Background: an optimization exercise with open tools, aiming at small area and a short achievable clock period. Do not read the settings as production practice.
The RTL was checked by simulation tests, not by an equivalence proof against the original design.
Power is estimated from default activity; no workload was simulated.

## reg_file_32x32
module reg_file_32x32
#(
  parameter int DATA_W = mips_pkg::REG_DATA_W,
  parameter int ADDR_W = mips_pkg::REG_ADDR_W
) (
  input  logic              clk,
  input  logic              reset_n,
  input  logic              we,
  input  logic [ADDR_W-1:0] waddr,
  input  logic [DATA_W-1:0] wdata,
  input  logic [ADDR_W-1:0] raddr1,
  input  logic [ADDR_W-1:0] raddr2,
  output logic [DATA_W-1:0] rdata1,
  output logic [DATA_W-1:0] rdata2
);
make LEC_CHECK=0 CAP_MARGIN=20 CORE_MARGIN=2 CORE_UTILIZATION=60 SETUP_SLACK_MARGIN=1.5 SLEW_MARGIN=20 SYNTH_HIERARCHICAL=1 finish   # period 5.5 ns
run.sh (not shown) runs the stock make flow with config.mk's settings and CLKGATE_MAP_FILE= SYNTH_SCRIPT=/design/flow/synth_recipe.tcl, a recipe that flattens the netlist after the stock synthesis.
==> next run, changes <==
==> flow/flow/run.sh (new file) <==
#!/bin/bash
# Layout flow: the standard flow, run unchanged for synthesis, then with
# the port buffers given an explicit cell (instead of the resizer's pick of a
# delay cell) and sizing free to change a cell's footprint.
set -euo pipefail
bash standard.sh synth > synth.log 2>&1
bash standard.sh MATCH_CELL_FOOTPRINT=0 \
  "BUFFER_PORTS_ARGS=-buffer_cell sky130_fd_sc_hd__buf_2" \
  finish > layout.log 2>&1
==> flow/standard.sh (new file) <==
#!/bin/bash
# synth_recipe.tcl (not shown) runs the flow's synth.tcl, then flattens the netlist and writes it again
# the make line also repeats each setting of config.mk as NAME=value (left out here)
make -C /OpenROAD-flow-scripts/flow DESIGN_CONFIG=/design/flow/config.mk WORK_HOME=/design/flow/orfs CLKGATE_MAP_FILE= SYNTH_SCRIPT=/design/flow/synth_recipe.tcl "${@:-finish}"
CORE_UTILIZATION = 50   (was 60)
CTS_BUF_LIST = sky130_fd_sc_hd__clkbuf_8   (was not set)
removed: flow/run.sh
Result:
- The changed run finished with timing, DRC and antenna clean
- global-route usage went down by 9.3 points
- cell area falls by 2.9%
- clock power came out lower by 13%
- total power shrinks by 5.4%

old:
The RTL this note starts from:
==> flow/design.v <==
package mips_pkg;
  localparam int REG_ADDR_W = 5;
  localparam int REG_DATA_W = 32;
  typedef logic [REG_ADDR_W-1:0] reg_addr_t;
  typedef logic [REG_DATA_W-1:0] word_t;
  localparam reg_addr_t REG_ZERO = 5'd0;
  function automatic word_t word_mux2(input logic sel, input word_t a, input word_t b);
    word_mux2 = sel ? b : a;
  endfunction
endpackage
module reg_word
#(
  parameter int DATA_W = mips_pkg::REG_DATA_W
) (
  input  logic              clk,
  input  logic              en,
  input  logic [DATA_W-1:0] d,
  output logic [DATA_W-1:0] q
);
  logic [DATA_W-1:0] q_q;
  always_ff @(posedge clk) begin
    if (en) begin
      q_q <= d;
    end
  end
  assign q = q_q;
endmodule
module rf_or8 (
  input  logic [7:0] sel,
  input  logic [7:0] d,
  output logic       y
);
  assign y = |(sel & d);
endmodule
module rf_nor2 (
  input  logic a, b,
  output logic y
);
  assign y = ~(a | b);
endmodule
module rf_nand2 (
  input  logic a, b,
  output logic y
);
  assign y = ~(a & b);
endmodule
module rf_and3 (
  input  logic a, b, c,
  output logic y
);
  assign y = a & b & c;
endmodule
module rf_nand3 (
  input  logic a, b, c,
  output logic y
);
  assign y = ~(a & b & c);
endmodule
module rf_write_decode (
  input  logic        we,
  input  logic [4:0]  waddr,
  output logic [31:1] wen,
  output logic [31:1] wen_n
);
  logic [3:0] lo;
  logic [7:0] hi;
  always_comb begin
    for (int j = 0; j < 4; j++) lo[j] = (waddr[1:0] == 2'(j));
    for (int j = 0; j < 8; j++) hi[j] = (waddr[4:2] == 3'(j));
  end
  for (genvar i = 1; i < 32; i++) begin : g_wen
    rf_and3  u_wen   (.a(we), .b(lo[i % 4]), .c(hi[i / 4]), .y(wen[i]));
    rf_nand3 u_wen_n (.a(we), .b(lo[i % 4]), .c(hi[i / 4]), .y(wen_n[i]));
  end
endmodule
module rf_and4 (
  input  logic a, b, c, d,
  output logic y
);
  assign y = a & b & c & d;
endmodule
module rf_read_decode (
  input  logic        reset_n,
  input  logic        we,
  input  logic [4:0]  waddr,
  input  logic [4:0]  raddr,
  input  logic [31:1] valid,
  input  logic [31:1] wen_n,
  output logic [31:0] sel
);
  logic [3:0] lo;
  logic [7:0] hi;
  always_comb begin
    for (int j = 0; j < 4; j++) lo[j] = (raddr[1:0] == 2'(j));
    for (int j = 0; j < 8; j++) hi[j] = (raddr[4:2] == 3'(j));
  end
  assign sel[0] = reset_n && we && (waddr == raddr) && (raddr != 5'd0);
  for (genvar i = 1; i < 32; i++) begin : g_sel
    rf_and4 u_sel (
      .a (lo[i % 4]),
      .b (hi[i / 4]),
      .c (valid[i]),
      .d (wen_n[i]),
      .y (sel[i])
    );
  end
endmodule
module rf_read_bit (
  input  logic [31:0] sel,
  input  logic [31:0] d,
  output logic        q
);
  logic [3:0]  u;
  logic [1:0]  v;
  for (genvar k = 0; k < 4; k++) begin : g_u
    rf_or8 u_u (.sel(sel[8*k+7:8*k]), .d(d[8*k+7:8*k]), .y(u[k]));
  end
  for (genvar k = 0; k < 2; k++) begin : g_v
    rf_nor2 u_v (.a(u[2*k]), .b(u[2*k+1]), .y(v[k]));
  end
  rf_nand2 u_q (.a(v[0]), .b(v[1]), .y(q));
endmodule
module reg_file_32x32
#(
  parameter int DATA_W = mips_pkg::REG_DATA_W,
  parameter int ADDR_W = mips_pkg::REG_ADDR_W
) (
  input  logic              clk,
  input  logic              reset_n,
  input  logic              we,
  input  logic [ADDR_W-1:0] waddr,
  input  logic [DATA_W-1:0] wdata,
  input  logic [ADDR_W-1:0] raddr1,
  input  logic [ADDR_W-1:0] raddr2,
  output logic [DATA_W-1:0] rdata1,
  output logic [DATA_W-1:0] rdata2
);
  mips_pkg::word_t rf [32];
  logic [31:1] wen;
  logic [31:1] wen_n;
  rf_write_decode u_wdec (
    .we    (we),
    .waddr (waddr),
    .wen   (wen),
    .wen_n (wen_n)
  );
  logic [31:1] valid_q;
  always_ff @(posedge clk or negedge reset_n) begin
    if (!reset_n) begin
      valid_q <= '0;
    end else begin
      valid_q <= valid_q | wen;
    end
  end
  assign rf[0] = wdata;
  for (genvar r = 1; r < 32; r++) begin : g_reg
    reg_word #(.DATA_W(DATA_W)) u_reg_word (
      .clk (clk),
      .en  (wen[r]),
      .d   (wdata),
      .q   (rf[r])
    );
  end
  mips_pkg::reg_addr_t ra [2];
  mips_pkg::word_t     rd [2];
  assign ra[0] = raddr1;
  assign ra[1] = raddr2;
  for (genvar p = 0; p < 2; p++) begin : g_port
    for (genvar h = 0; h < 2; h++) begin : g_half
      logic [31:0] sel;
      rf_read_decode u_dec (
        .reset_n (reset_n),
        .we      (we),
        .waddr   (waddr),
        .raddr   (ra[p]),
        .valid   (valid_q),
        .wen_n   (wen_n),
        .sel     (sel)
      );
      for (genvar b = 16*h; b < 16*h + 16; b++) begin : g_bit
        logic [31:0] col;
        for (genvar r = 0; r < 32; r++) begin : g_col
          assign col[r] = rf[r][b];
        end
        rf_read_bit u_bit (
          .sel (sel),
          .d   (col),
          .q   (rd[p][b])
        );
      end
    end
  end
  assign rdata1 = rd[0];
  assign rdata2 = rd[1];
endmodule
clock: 5.5 ns
lec_check: 0
cap_margin: 20
core_margin: 2
core_utilization: 50
cts_buf_list: sky130_fd_sc_hd__clkbuf_16
cts_cluster_diameter: 80
cts_cluster_size: 24
setup_slack_margin: 1.5
slew_margin: 20
synth_hierarchical: 1
standard.sh (not shown) runs the stock make flow with config.mk's settings and CLKGATE_MAP_FILE= SYNTH_SCRIPT=/design/flow/synth_recipe.tcl, a recipe that flattens the netlist after the stock synthesis.
==> flow/flow/run.sh <==
#!/bin/bash
# Layout flow: the standard flow, run unchanged for synthesis, then with
# the port buffers given an explicit cell (instead of the resizer's pick of a
# delay cell) and sizing free to change a cell's footprint.
set -euo pipefail
bash standard.sh synth > synth.log 2>&1
bash standard.sh MATCH_CELL_FOOTPRINT=0 \
  "BUFFER_PORTS_ARGS=-buffer_cell sky130_fd_sc_hd__buf_2" \
  finish > layout.log 2>&1
Edits applied to the flow inputs when going from old to new:
- SETUP_SLACK_MARGIN: 1.5 -> 0.75
==> run notes <==
Delta (new minus old): layout overhead on the synthesized area decreased 10 points, minimum period implied by the final worst setup slack increased 470 ps, maximum net fanout on the critical path increased 4. new vs old, maximum operating frequency went down by about 10%. Against old as the reference, new delivers a lower global-route usage. Per the comparison of new with old, setup slack fell 470 ps, share of layout cells above drive strength 1 fell 15 points, clock group share of total power rose 0.6 points.

==> separate check: timing with driven ports <==
In the flow no input, the clock included, has a driving cell. The finished layouts below were timed again as built, in two steps.
Step 1 sets driving cells, clkbuf_16 on the clock port and buf_2 on the other inputs (assumed; they add their load-dependent delay and slew).
Step 2 adds t to the input delays and takes it off the output delays; t is the mean of the earliest and latest rising clock arrival at the registers after step 1. Input paths then give back, and output paths get back, about the clock's delay inside the block.
a / b / c = ideal / step 1 / step 2; a / b = the first two.
| run | t (ns) | slack for setup (ns) | hold WS [ns] | worst setup path after step 2 |
|---|---|---|---|---|
| the first run of note 1 | 0.769 | 0.786 / 0.742 / 0.742 | 0.491 / 0.491 / 0.491 | input to output |
| the second run of note 1 | 0.929 | 1.132 / 1.011 / 1.011 | 0.134 / 0.105 / 0.512 | input to output |
| old | 0.712 | 1.175 / 1.021 / 1.021 | 0.571 / 0.532 / 0.571 | input to output |
| new | 0.706 | 0.700 / 0.663 / 0.663 | 0.541 / 0.529 / 0.541 | input to output |
After both steps every run listed still meets setup and hold. For old, which loses most, drivers alone change the setup slack by -0.154 ns; drivers and shift together by -0.154 ns.
